What follows belongs to an exercise in optimizing a design on an open flow for small area, a short achievable clock period and few clock cycles; a production flow would make more cautious choices.
Function was checked by simulation only, so behaviour that the tests miss may differ from the original.
No driver is modelled on the clock port, so clocking that relies on it looks cheaper here than on a real chip.
Power figures rest on the tool's default switching activity, not on a simulated workload.

Design fft_top, start of the top module:
module fft_top (
    input  logic       clk,
    input  logic       rst,
    input  logic [2:0] log2n,
    input  logic [7:0] data_in,
    input  logic       data_in_valid,
    output logic       fft_ready,
    output logic       done,
    output logic       error,
    output logic [7:0] data_out,
    output logic       data_out_valid
);
For scale: about 3500 cells after synthesis.
==> flow/config.mk <==
export PLATFORM = sky130hd
export DESIGN_NAME = fft_top
export DESIGN_NICKNAME = fft_top
export VERILOG_FILES = /design/flow/design.v
export SDC_FILE = /design/flow/constraint.sdc
export NUM_CORES = 4
export LEC_CHECK = 0
export ABC_AREA = 1
export CAP_MARGIN = 20
export CORE_MARGIN = 2
export CORE_UTILIZATION = 60
export CTS_CLUSTER_DIAMETER = 90
export CTS_CLUSTER_SIZE = 25
export GPL_TIMING_DRIVEN = 0
export SLEW_MARGIN = 20
==> flow/constraint.sdc <==
create_clock -name core_clock -period 15.0 [get_ports {clk}]
set_input_delay 3.0000 -clock core_clock [delete_from_list [all_inputs] [get_ports {clk}]]
set_output_delay 3.0000 -clock core_clock [all_outputs]
set_load 0.01 [all_outputs]
standard.sh (not shown) runs the stock make flow with config.mk's settings and CLKGATE_MAP_FILE= SYNTH_SCRIPT=/design/flow/synth_recipe.tcl, a recipe that flattens the netlist after the stock synthesis.
==> flow/flow/run.sh <==
#!/bin/bash
# Standard layout, with the resizer asked for more setup slack than the default
# (same clock, same constraints): its repair_timing steps then also speed up
# the port buffers and the register-to-register paths.
set -euo pipefail
export SETUP_SLACK_MARGIN=${MARGIN:-11.3}
bash standard.sh > make_finish.log 2>&1
Testbench counts at the start, summed over its fixed seeds: cycles 4,773.
==> next run, changes <==
--- a/flow/config.mk
+++ b/flow/config.mk
@@ -10,6 +10,5 @@
 export CORE_MARGIN = 2
-export CORE_UTILIZATION = 60
+export CORE_UTILIZATION = 80
 export CTS_CLUSTER_DIAMETER = 90
 export CTS_CLUSTER_SIZE = 25
-export GPL_TIMING_DRIVEN = 0
 export SLEW_MARGIN = 20
=>
- synthesized area is unchanged
- routed wire length rises by 14%
- worst hold slack gets better by 0.0051 ns
- clock-buffer cell count climbs by 1
- non-clock buffer count shrinks by 78
- sequential power rises by about 2%
- die area went down by 25%
- clock power barely changes

fft_top, a different RTL version from the one above (not shown whole).
Size: ~4,800 cells after synthesis, about 880 flip-flops, about 0.041 mm2 of cells after synthesis.
export LEC_CHECK = 0
export ABC_AREA = 1
export CAP_MARGIN = 20
export CORE_MARGIN = 2
export CORE_UTILIZATION = 40
export SLEW_MARGIN = 20
create_clock -name core_clock -period 15.0 [get_ports {clk}]
==> flow/flow/run.sh <==
#!/bin/bash
# Standard layout, with the resizer asked for more setup slack than the default
# (same clock, same constraints): its repair_timing steps then also speed up
# the port buffers and the register-to-register paths.
set -euo pipefail
export SETUP_SLACK_MARGIN=${MARGIN:-10.4}
bash standard.sh > make_finish.log 2>&1
Testbench counts at the start, summed over its fixed seeds: cycles 4,837.
Rerun with:
--- a/flow/flow/run.sh
+++ b/flow/flow/run.sh
@@ -6 +6 @@
-export SETUP_SLACK_MARGIN=${MARGIN:-10.4}
+export SETUP_SLACK_MARGIN=${MARGIN:-11.5}
What happened:
- setup slack improved by 0.32 ns
- final area goes up by 4.6%
- power is higher by 6.8%
- synthesized cell count is unchanged
- register-to-register slack improves by 0.75 ns

fft_top, a different RTL version from the one above (not shown whole).
Size: about 3500 cells after synthesis, ~790 flip-flops.
Settings: LEC_CHECK=0, ABC_AREA=1, CAP_MARGIN=20, CORE_MARGIN=2, CORE_UTILIZATION=60, CTS_CLUSTER_DIAMETER=90, CTS_CLUSTER_SIZE=25, SLEW_MARGIN=20; clock period 15.0 ns.
==> flow/flow/run.sh <==
#!/bin/bash
# Standard layout, with the resizer asked for more setup slack than the default
# (same clock, same constraints): its repair_timing steps then also speed up
# the port buffers and the register-to-register paths.
set -euo pipefail
export SETUP_SLACK_MARGIN=${MARGIN:-11.3}
bash standard.sh > make_finish.log 2>&1
The first run passed the timing, DRC and antenna checks.
Testbench counts at the start, summed over its fixed seeds: cycles 4,821.
Edit:
--- a/flow/flow/run.sh
+++ b/flow/flow/run.sh
@@ -5,3 +5,3 @@
 set -euo pipefail
-export SETUP_SLACK_MARGIN=${MARGIN:-11.3}
+export SETUP_SLACK_MARGIN=${MARGIN:-11.1}
 bash standard.sh > make_finish.log 2>&1
The new run produced a clean layout.
Worst setup slack gets better by 0.0033 ns.
Die area stays the same.
Final cell count barely changes.
Clock power hardly moves.
Cell area barely changes.
Core utilization barely changes.
Register-to-register slack degrades by 0.18 ns.
Via count is about the same.
Routed wire length hardly moves.
Hold slack hardly moves.
Global-route usage is unchanged.
Edit:
==> flow/flow/run.sh (replaced) <==
#!/bin/bash
# Standard layout, with the resizer asked for more setup slack than the default
# (same clock, same constraints): its repair_timing steps then also speed up
# the port buffers and the register-to-register paths. After clock tree
# synthesis, flow/post_cts.tcl strengthens the output flip-flops and port buffers.
set -euo pipefail
export SETUP_SLACK_MARGIN=11.3
export POST_CTS_TCL=$PWD/flow/post_cts.tcl
bash standard.sh > make_finish.log 2>&1
==> flow/flow/post_cts.tcl (new file) <==
# After clock tree synthesis: give the flip-flops that drive output ports, and
# the port buffers after them, a stronger drive (same cell types otherwise).
set changed 0
foreach port [get_ports -filter "direction == output"] {
  set net [get_nets [get_full_name $port]]
  foreach drv [get_pins -of_objects $net -filter "direction == output"] {
    set buf [get_cells -of_objects $drv]
    set bref [get_property $buf ref_name]
    if { [regexp {^sky130_fd_sc_hd__(buf|clkbuf|clkdlybuf4s50|dlygate4sd3)_[0-9]+$} $bref] } {
      replace_cell $buf sky130_fd_sc_hd__buf_4
      incr changed
      foreach ipin [get_pins -of_objects $buf -filter "direction == input"] {
        foreach src [get_pins -of_objects [get_nets -of_objects $ipin] -filter "direction == output"] {
          set ff [get_cells -of_objects $src]
          set fref [get_property $ff ref_name]
          if { [regexp {^(sky130_fd_sc_hd__df[a-z]+)_[0-9]+$} $fref -> base] } {
            if { [llength [get_lib_cells ${base}_2]] > 0 } {
              replace_cell $ff ${base}_2
              incr changed
            }
          }
        }
      }
    }
  }
}
puts "post_cts: resized $changed cells"
detailed_placement
check_placement -verbose
Result: The changed run produced a clean layout. Clock skew decreases by 0.0037 ns. Clock-buffer cell count does not change. Final area increases by 0.36%. Combinational power is about the same. Via count barely changes. Routed wire length barely changes. Hold slack barely changes. Sequential cell count is unchanged. Non-clock buffer count increases by 2. Area after synthesis is unchanged. Setup slack got worse by 0.019 ns.
Edit:
--- a/flow/flow/post_cts.tcl
+++ b/flow/flow/post_cts.tcl
@@ -4,3 +4,3 @@
 foreach port [get_ports -filter "direction == output"] {
-  set net [get_nets [get_full_name $port]]
+  set net [get_nets -of_objects $port]
   foreach drv [get_pins -of_objects $net -filter "direction == output"] {
Effect:
- The new run did not get past clock tree synthesis (4_1_cts)
- synthesized area does not change
- synthesized cell count is unchanged

fft_top with an RTL version that a note above also has.
For scale: ~3500 cells after synthesis, ~0.033 sq mm of cells after synthesis.
// fft_top
module fft_top (
    input  logic       clk,
    input  logic       rst,
    input  logic [2:0] log2n,
    input  logic [7:0] data_in,
    input  logic       data_in_valid,
    output logic       fft_ready,
    output logic       done,
    output logic       error,
    output logic [7:0] data_out,
    output logic       data_out_valid
);
clock: 15.0 ns
lec_check: 0
abc_area: 1
cap_margin: 20
core_margin: 2
core_utilization: 60
cts_cluster_diameter: 90
cts_cluster_size: 25
gpl_routability_driven: 0
slew_margin: 20
==> flow/flow/run.sh <==
#!/bin/bash
# Standard layout, with the resizer asked for more setup slack than the default
# (same clock, same constraints): its repair_timing steps then also speed up
# the port buffers and the register-to-register paths.
set -euo pipefail
export SETUP_SLACK_MARGIN=${MARGIN:-11.3}
bash standard.sh > make_finish.log 2>&1
The starting point completed without violations.
Testbench counts at the start, summed over its fixed seeds: cycles 4,773.
Then changed:
Settings changed: GPL_ROUTABILITY_DRIVEN 0 to not set.
Global-route usage hardly moves.
Clock skew went up by 0.026 ns.
Power went up by 1.1%.
Synthesized area does not change.
Combinational power is about the same.
Non-clock buffer count went down by 2.
Wire length went up by 0.30%.
Count of clock-buffer cells in the layout went up by 4.
Worst hold slack is worse by 0.017 ns.
Setup slack is better by 0.0041 ns.
Final area went up by 0.38%.

fft_top with an RTL version that a note above also has.
Size: ~4800 cells after synthesis, about 880 flip-flops, roughly 26 I/O pins, about 0.041 mm^2 of cells after synthesis.
clock: 15.0 ns
lec_check: 0
abc_area: 1
cap_margin: 20
core_margin: 2
core_utilization: 40
cts_cluster_diameter: 100
cts_cluster_size: 30
slew_margin: 20
Scripts as last shown in full above: flow/flow/run.sh
The baseline ran to the end with no violations.
Testbench counts at the start, summed over its fixed seeds: cycles 4,837.
==> next run, changes <==
--- a/flow/flow/run.sh
+++ b/flow/flow/run.sh
@@ -5,3 +5,3 @@
 set -euo pipefail
-export SETUP_SLACK_MARGIN=${MARGIN:-11.3}
+export SETUP_SLACK_MARGIN=${MARGIN:-11.0}
 bash standard.sh > make_finish.log 2>&1
CTS_CLUSTER_DIAMETER = unset   (was 100)
CTS_CLUSTER_SIZE = unset   (was 30)
Combinational power shrinks by a few percent.
Worst setup slack loses 49 ps.
Non-clock buffer count shrinks by 39.
Die area stays the same.
First-iteration DRC count grows by about a fifth.
Core utilization grows by 1.2 points.
Cell area grows by a few percent.
Via count grows slightly.
Clock-buffer cell count grows by 77.

fft_top again, from the RTL that the note above started with.
==> flow/config.mk <==
export PLATFORM = sky130hd
export DESIGN_NAME = fft_top
export DESIGN_NICKNAME = fft_top
export VERILOG_FILES = /design/flow/design.v
export SDC_FILE = /design/flow/constraint.sdc
export NUM_CORES = 4
export LEC_CHECK = 0
export ABC_AREA = 1
export CAP_MARGIN = 20
export CORE_MARGIN = 2
export CORE_UTILIZATION = 40
export CTS_CLUSTER_DIAMETER = 90
export CTS_CLUSTER_SIZE = 25
export SLEW_MARGIN = 20
==> flow/constraint.sdc <==
create_clock -name core_clock -period 15.0 [get_ports {clk}]
set_input_delay 3.0000 -clock core_clock [delete_from_list [all_inputs] [get_ports {clk}]]
set_output_delay 3.0000 -clock core_clock [all_outputs]
set_load 0.01 [all_outputs]
==> flow/flow/run.sh <==
#!/bin/bash
# Standard layout, with the resizer asked for more setup slack than the default
# (same clock, same constraints): its repair_timing steps then also speed up
# the port buffers and the register-to-register paths.
set -euo pipefail
export SETUP_SLACK_MARGIN=${MARGIN:-11.3}
bash standard.sh > make_finish.log 2>&1
Testbench counts at the start, summed over its fixed seeds: cycles 4,837.
==> next run, changes <==
==> flow/run.sh (new file) <==
#!/bin/bash
# synth_recipe.tcl (not shown) runs the flow's synth.tcl, then flattens the netlist and writes it again
# the make line also repeats each setting of config.mk as NAME=value (left out here)
make -C /OpenROAD-flow-scripts/flow DESIGN_CONFIG=/design/flow/config.mk WORK_HOME=/design/flow/orfs CLKGATE_MAP_FILE= SYNTH_SCRIPT=/design/flow/synth_recipe.tcl finish
Settings changed: CTS_CLUSTER_DIAMETER 90 to default, CTS_CLUSTER_SIZE 25 to default.
removed: flow/flow/run.sh
removed: flow/standard.sh
Effect: The new run passed the timing, DRC and antenna checks. First-iteration DRC count rose by 3.0%. Design area climbs by 2.1%. Non-clock buffer count is lower by 50. Power rises by about 7%. Clock power rises by 81%. Wire length goes down by 3.3%. Utilization is higher by 0.94 points. Setup slack got worse by 0.53 ns. Die area does not change.

-- afterwards: timing with drivers on the ports --
Ports are ideal in the flow. The routed layouts listed here were re-timed in OpenROAD. Step 1: set_driving_cell puts a clkbuf_16 on clk and a buf_2 on each other input, an assumption about the parent block. Step 2 moves the port delays by t, midway between the first and last clock arrival at a register: inputs arrive t later, outputs are due t later. That takes back most of the time a late clock gives input paths. Slacks: ideal / step 1 / step 2; pairs: ideal / step 1.
run	t, ns	slack for setup (ns)	worst hold slack (ns)	latest minus earliest clock arrival (ns)	worst data-port slew with drivers (ns)
the first run of note 1	0.657	10.913 / 10.849 / 10.765	0.324 / 0.324 / 0.324	0.046 / 0.047	0.04
the second run of note 1	0.672	10.858 / 10.797 / 10.729	0.329 / 0.329 / 0.329	0.060 / 0.061	0.05
the first run of note 2	0.728	10.466 / 10.403 / 9.933	0.297 / 0.297 / 0.297	0.038 / 0.038	0.03
the second run of note 2	0.722	10.789 / 10.719 / 10.703	0.313 / 0.313 / 0.313	0.057 / 0.058	0.06
the first run of note 3	0.651	10.893 / 10.834 / 10.782	0.325 / 0.325 / 0.325	0.019 / 0.019	0.03
the second run of note 3	0.651	10.896 / 10.838 / 10.587	0.325 / 0.325 / 0.325	0.021 / 0.022	0.03
the third run of note 3	0.651	10.877 / 10.818 / 10.775	0.325 / 0.325 / 0.325	0.019 / 0.019	0.03
the first run of note 4	0.643	10.861 / 10.800 / 10.800	0.325 / 0.325 / 0.325	0.025 / 0.025	0.04
the second run of note 4	0.647	10.865 / 10.807 / 10.772	0.308 / 0.308 / 0.308	0.050 / 0.050	0.03
the first run of note 5	0.683	10.826 / 10.760 / 10.637	0.314 / 0.314 / 0.314	0.074 / 0.074	0.06
the second run of note 5	0.729	10.776 / 10.710 / 10.485	0.318 / 0.318 / 0.318	0.039 / 0.040	0.03
the first run of note 6	0.701	10.816 / 10.751 / 10.618	0.322 / 0.322 / 0.322	0.058 / 0.058	0.06
the second run of note 6	0.728	10.287 / 10.287 / 9.932	0.294 / 0.294 / 0.294	0.040 / 0.040	0.03
After both steps setup and hold are still met in every run listed. For the first run of note 2, which loses most, drivers alone change the setup slack by -0.063 ns; drivers and shift together by -0.533 ns.
